This is an optimization exercise on Yosys and OpenROAD, whose aim is small area, not a production implementation.
The RTL was checked by simulation tests, not by an equivalence proof against the original design.
No activity file was given, so power comes from the tool's default toggle rates.

Design nrf_spi_responder, start of the top module:
module nrf_spi_responder (
   input  logic       CLOCK_50,
   input  logic       RESET,
   input  logic       NRF_SCK,
   input  logic       NRF_CSN,
   input  logic       NRF_MOSI,
   output logic       NRF_MISO,
   output logic       NRF_IRQ,
   input  logic       rx_wr_en,
   input  logic [7:0] rx_wr_data,
   input  logic       rx_commit,
   output logic       rx_full,
   input  logic       tx_rd_en,
   output logic [7:0] tx_rd_data,
   output logic       tx_avail
);
clock: 10.0 ns
lec_check: 0
cap_margin: 20
core_margin: 2
core_utilization: 40
slew_margin: 20
standard.sh (not shown) runs the stock make flow with config.mk's settings and CLKGATE_MAP_FILE= SYNTH_SCRIPT=/design/flow/synth_recipe.tcl, a recipe that flattens the netlist after the stock synthesis.
==> flow/flow/run.sh <==
#!/bin/bash
# Standard layout with two changes: the buffers abc put into the netlist are removed at
# floorplan (repair_design puts back what slew and capacitance need), and the clock tree uses
# small clock buffers without dummy loads.
set -e
export REMOVE_ABC_BUFFERS=1
export CTS_ARGS="-sink_clustering_enable -repair_clock_nets -buf_list sky130_fd_sc_hd__clkbuf_8 -sink_clustering_size 15 -sink_clustering_max_diameter 50 -dont_use_dummy_load"
bash standard.sh > standard.log 2>&1
Next try:
==> flow/flow/run.sh (replaced) <==
#!/bin/bash
# Standard layout with two changes: the buffers abc put into the netlist are removed at
# floorplan (repair_design puts back what slew and capacitance need), and the clock tree uses
# small clock buffers without dummy loads.
set -e
export REMOVE_ABC_BUFFERS=1
export CTS_ARGS="-sink_clustering_enable -repair_clock_nets -buf_list sky130_fd_sc_hd__clkbuf_8 -sink_clustering_size 18 -sink_clustering_max_diameter 60 -dont_use_dummy_load"
bash standard.sh > standard.log 2>&1
- CAP_MARGIN: 20 -> 0
- SLEW_MARGIN: 20 -> 0
=> Worst hold slack hardly moves. Sequential share of layout area went up by 0.65 points. Worst setup slack improved by 6.3 ps. Power falls by 3.3%. Flip-flop and latch count stays the same. Final cell count shrinks by 0.70%. Synthesized cell count is unchanged. Final area went down by 0.91%. Utilization goes down by 0.40 points. Fmax hardly moves. Area after synthesis is unchanged.
Next try:
==> flow/run.sh (new file) <==
#!/bin/bash
# synth_recipe.tcl (not shown) runs the flow's synth.tcl, then flattens the netlist and writes it again
# the make line also repeats each setting of config.mk as NAME=value (left out here)
make -C /OpenROAD-flow-scripts/flow DESIGN_CONFIG=/design/flow/config.mk WORK_HOME=/design/flow/orfs CLKGATE_MAP_FILE= SYNTH_SCRIPT=/design/flow/synth_recipe.tcl finish
- CAP_MARGIN: 0 -> 20
- CTS_BUF_LIST: default -> sky130_fd_sc_hd__clkbuf_4
- SLEW_MARGIN: 0 -> 20
removed: flow/flow/run.sh
removed: flow/standard.sh
After rerunning: The new run passed the timing, DRC and antenna checks; sequential share of layout area drops by 3.6 points; cell area climbs by a few percent; non-clock buffer count grows by 11; via count grows by a few percent; first-iteration DRC count went up slightly; global-route usage is higher by 1.1 points; setup slack loses 350 ps; clock power rose by well over a third; register-to-register slack gets worse by 60 ps; die area stays the same; total power went up by about a fifth.
Next try:
==> flow/flow/run.sh (new file) <==
#!/bin/bash
# Standard synthesis, then abc re-maps the logic between the registers for area (registers
# untouched), then the standard layout with a clock tree of small buffers in large clusters,
# without dummy loads.
set -euo pipefail
R=orfs/results/sky130hd/nrf_spi_responder/base
bash standard.sh synth > synth_standard.log 2>&1
cp $R/1_2_yosys.v $R/1_2_yosys_standard.v
export LIB=$FLOW_HOME/platforms/sky130hd/lib/sky130_fd_sc_hd__tt_025C_1v80.lib
export SEQ_CELLS="$(grep -oE 'sky130_fd_sc_hd__(df|edf|sdf|sedf|dl)[a-z0-9_]*' $R/1_2_yosys_standard.v | sort -u | tr '\n' ' ')"
export DONT_USE="$(sed -n '/DONT_USE_CELLS += /,/^#/p' $FLOW_HOME/platforms/sky130hd/config.mk | grep -oE 'sky130_fd_sc_hd__[a-z0-9_]+' | tr '\n' ' ')"
export IN_V=$R/1_2_yosys_standard.v OUT_V=$R/1_2_yosys.v TOP=$FLOW_TOP STAT_OUT=reabc_stat.txt
export ABC_SCRIPT=$PWD/flow/area.abc ABC_D=$(awk "BEGIN{print $FLOW_PERIOD_NS*1000}")
yosys -c flow/reabc.tcl > reabc.log 2>&1
export REMOVE_ABC_BUFFERS=0
export CTS_ARGS="-sink_clustering_enable -repair_clock_nets -buf_list sky130_fd_sc_hd__clkbuf_8 -sink_clustering_size 18 -sink_clustering_max_diameter 60 -dont_use_dummy_load"
bash standard.sh > standard.log 2>&1
==> flow/flow/area.abc (new file) <==
strash
dch
amap
topo
&get -n
&st
&dch
&nf -R 1000 -p
&put
topo
buffer -c
upsize -c
dnsize -c
==> flow/flow/reabc.tcl (new file) <==
# Re-maps the combinational logic of the standard synthesis netlist for area. Every register
# instance of the standard synthesis is kept as it is (same name, same cell); only the cells
# between them are re-mapped by abc.
yosys -import
set lib $::env(LIB)
set seq_cells $::env(SEQ_CELLS)
read_liberty -ignore_miss_func $lib
read_verilog -sv $::env(IN_V)
hierarchy -top $::env(TOP)
setattr -mod -set keep_hierarchy 1 {*}$seq_cells
flatten
opt_clean -purge
set dont_use {}
foreach c $::env(DONT_USE) { lappend dont_use -dont_use $c }
abc -script $::env(ABC_SCRIPT) -liberty $lib {*}$dont_use -D $::env(ABC_D)
opt_clean -purge
splitnets
opt_clean -purge
hilomap -singleton -hicell sky130_fd_sc_hd__conb_1 HI -locell sky130_fd_sc_hd__conb_1 LO
insbuf -buf sky130_fd_sc_hd__buf_4 A X
# left out here: clean up, hide names made inside functions
yosys rename -hide {w:_*_.*}
select -module $::env(TOP)
tee -o $::env(STAT_OUT) stat -liberty $lib
select -clear
blackbox {*}$seq_cells
check
write_verilog -noattr -nohex -nodec -selected $::env(OUT_V)
==> flow/standard.sh (new file) <==
#!/bin/bash
# synth_recipe.tcl (not shown) runs the flow's synth.tcl, then flattens the netlist and writes it again
# the make line also repeats each setting of config.mk as NAME=value (left out here)
make -C /OpenROAD-flow-scripts/flow DESIGN_CONFIG=/design/flow/config.mk WORK_HOME=/design/flow/orfs CLKGATE_MAP_FILE= SYNTH_SCRIPT=/design/flow/synth_recipe.tcl "${@:-finish}"
- CORE_UTILIZATION: 40 -> 60
- CTS_BUF_LIST: sky130_fd_sc_hd__clkbuf_4 -> default
- PLACE_DENSITY: default -> 0.72
removed: flow/run.sh
Outcome: Final cell count fell by about 23%. Clock skew rose by 56 ps. Maximum frequency fell by 1.6%. Register-to-register slack loses 540 ps. Clock power fell by about 46%. Hold slack loses 16 ps. Worst setup slack loses 76 ps.

---

== main ==
Starting RTL as in the previous note.
clock: 10.0 ns
lec_check: 0
cap_margin: 20
core_margin: 2
core_utilization: 60
place_density: 0.72
slew_margin: 20
==> flow/flow/run.sh <==
#!/bin/bash
# Standard synthesis, then abc re-maps the logic between the registers for area (registers
# untouched), then the standard layout with a clock tree of small buffers in large clusters,
# without dummy loads.
set -euo pipefail
R=orfs/results/sky130hd/nrf_spi_responder/base
bash standard.sh synth > synth_standard.log 2>&1
cp $R/1_2_yosys.v $R/1_2_yosys_standard.v
export LIB=$FLOW_HOME/platforms/sky130hd/lib/sky130_fd_sc_hd__tt_025C_1v80.lib
export SEQ_CELLS="$(grep -oE 'sky130_fd_sc_hd__(df|edf|sdf|sedf|dl)[a-z0-9_]*' $R/1_2_yosys_standard.v | sort -u | tr '\n' ' ')"
export DONT_USE="$(sed -n '/DONT_USE_CELLS += /,/^#/p' $FLOW_HOME/platforms/sky130hd/config.mk | grep -oE 'sky130_fd_sc_hd__[a-z0-9_]+' | tr '\n' ' ')"
export IN_V=$R/1_2_yosys_standard.v OUT_V=$R/1_2_yosys.v TOP=$FLOW_TOP STAT_OUT=reabc_stat.txt
export ABC_SCRIPT=$PWD/flow/area.abc ABC_D=$(awk "BEGIN{print $FLOW_PERIOD_NS*1000}")
yosys -c flow/reabc.tcl > reabc.log 2>&1
export REMOVE_ABC_BUFFERS=1
export BUFFER_PORTS_ARGS="-buffer_cell sky130_fd_sc_hd__buf_1"
export CTS_ARGS="-sink_clustering_enable -repair_clock_nets -buf_list sky130_fd_sc_hd__clkbuf_8 -sink_clustering_size 20 -sink_clustering_max_diameter 50 -dont_use_dummy_load"
bash standard.sh > standard.log 2>&1
==> flow/flow/area.abc <==
strash
dch
amap
topo
&get -n
&st
&dch
&nf -R 1000 -p
&put
topo
==> flow/flow/reabc.tcl <==
# Re-maps the combinational logic of the standard synthesis netlist for area. Every register
# instance of the standard synthesis is kept as it is (same name, same cell); only the cells
# between them are re-mapped by abc.
yosys -import
set lib $::env(LIB)
set seq_cells $::env(SEQ_CELLS)
read_liberty -ignore_miss_func $lib
read_verilog -sv $::env(IN_V)
hierarchy -top $::env(TOP)
setattr -mod -set keep_hierarchy 1 {*}$seq_cells
flatten
opt_clean -purge
set dont_use {}
foreach c $::env(DONT_USE) { lappend dont_use -dont_use $c }
abc -script $::env(ABC_SCRIPT) -liberty $lib {*}$dont_use -D $::env(ABC_D)
opt_clean -purge
splitnets
opt_clean -purge
hilomap -singleton -hicell sky130_fd_sc_hd__conb_1 HI -locell sky130_fd_sc_hd__conb_1 LO
insbuf -buf sky130_fd_sc_hd__buf_4 A X
# left out here: clean up, hide names made inside functions
yosys rename -hide {w:_*_.*}
select -module $::env(TOP)
tee -o $::env(STAT_OUT) stat -liberty $lib
select -clear
blackbox {*}$seq_cells
check
write_verilog -noattr -nohex -nodec -selected $::env(OUT_V)
Per the final summary, main finished and its layout is clean on timing, DRC and antenna.
Here is what was changed in the inputs of the feature branch compared with main.
diff --git a/flow/flow/run.sh b/flow/flow/run.sh
--- a/flow/flow/run.sh
+++ b/flow/flow/run.sh
@@ -15,4 +15,3 @@
 export REMOVE_ABC_BUFFERS=1
-export BUFFER_PORTS_ARGS="-buffer_cell sky130_fd_sc_hd__buf_1"
-export CTS_ARGS="-sink_clustering_enable -repair_clock_nets -buf_list sky130_fd_sc_hd__clkbuf_8 -sink_clustering_size 20 -sink_clustering_max_diameter 50 -dont_use_dummy_load"
+export CTS_ARGS="-sink_clustering_enable -repair_clock_nets -buf_list sky130_fd_sc_hd__clkbuf_16 -sink_clustering_size 28 -sink_clustering_max_diameter 70 -dont_use_dummy_load"
 bash standard.sh > standard.log 2>&1
diff --git a/flow/config.mk b/flow/config.mk
--- a/flow/config.mk
+++ b/flow/config.mk
@@ -9,4 +9,3 @@
 export CORE_MARGIN = 2
-export CORE_UTILIZATION = 60
-export PLACE_DENSITY = 0.72
+export CORE_UTILIZATION = 40
 export SLEW_MARGIN = 20
[summary]
- Per the comparison of the feature branch with main, fill cell instance count of the final layout increased by 3108 relative to the old numbers, number of cells in the design after placement increased by 363 relative to the old numbers, combinational cell fraction of total power decreased by 0.6 points relative to the old numbers.

-- what the ideal ports hide --
No port has a modelled driver above. Below, the same layouts with a new extraction and two added sets of constraints.
Step 1 assumes that a clkbuf_16 drives the clock port and a buf_2 every other input.
Step 2 also shifts input and output timing later by t, the mid clock arrival at the registers, as if the neighbouring blocks saw the same clock.
Slacks: ideal / step 1 / step 2; pairs: ideal / step 1.
| run | t (ns) | setup WS [ns] | worst hold slack (ns) | worst setup path after step 2 | pins driven straight from the clock port |
|---|---|---|---|---|---|
| the first run of note 1 | 0.737 | 5.664 / 5.599 / 5.432 | 0.324 / 0.324 / 0.324 | input to register | 1 |
| the second run of note 1 | 0.726 | 5.671 / 5.602 / 5.474 | 0.325 / 0.325 / 0.325 | input to register | 1 |
| the third run of note 1 | 1.127 | 5.321 / 5.261 / 5.386 | 0.343 / 0.343 / 0.343 | input to register | 1 |
| the fourth run of note 1 | 0.754 | 5.245 / 5.245 / 5.245 | 0.327 / 0.327 / 0.327 | register to register | 1 |
| main | 0.710 | 4.749 / 4.749 / 4.749 | 0.327 / 0.327 / 0.327 | register to register | 1 |
| the feature branch | 0.659 | 5.230 / 5.230 / 5.149 | 0.330 / 0.330 / 0.330 | input to register | 1 |
After both steps every run listed still meets setup and hold. The setup slack of the first run of note 1, which loses most, moves by -0.065 ns with the drivers and by -0.232 ns with both steps.
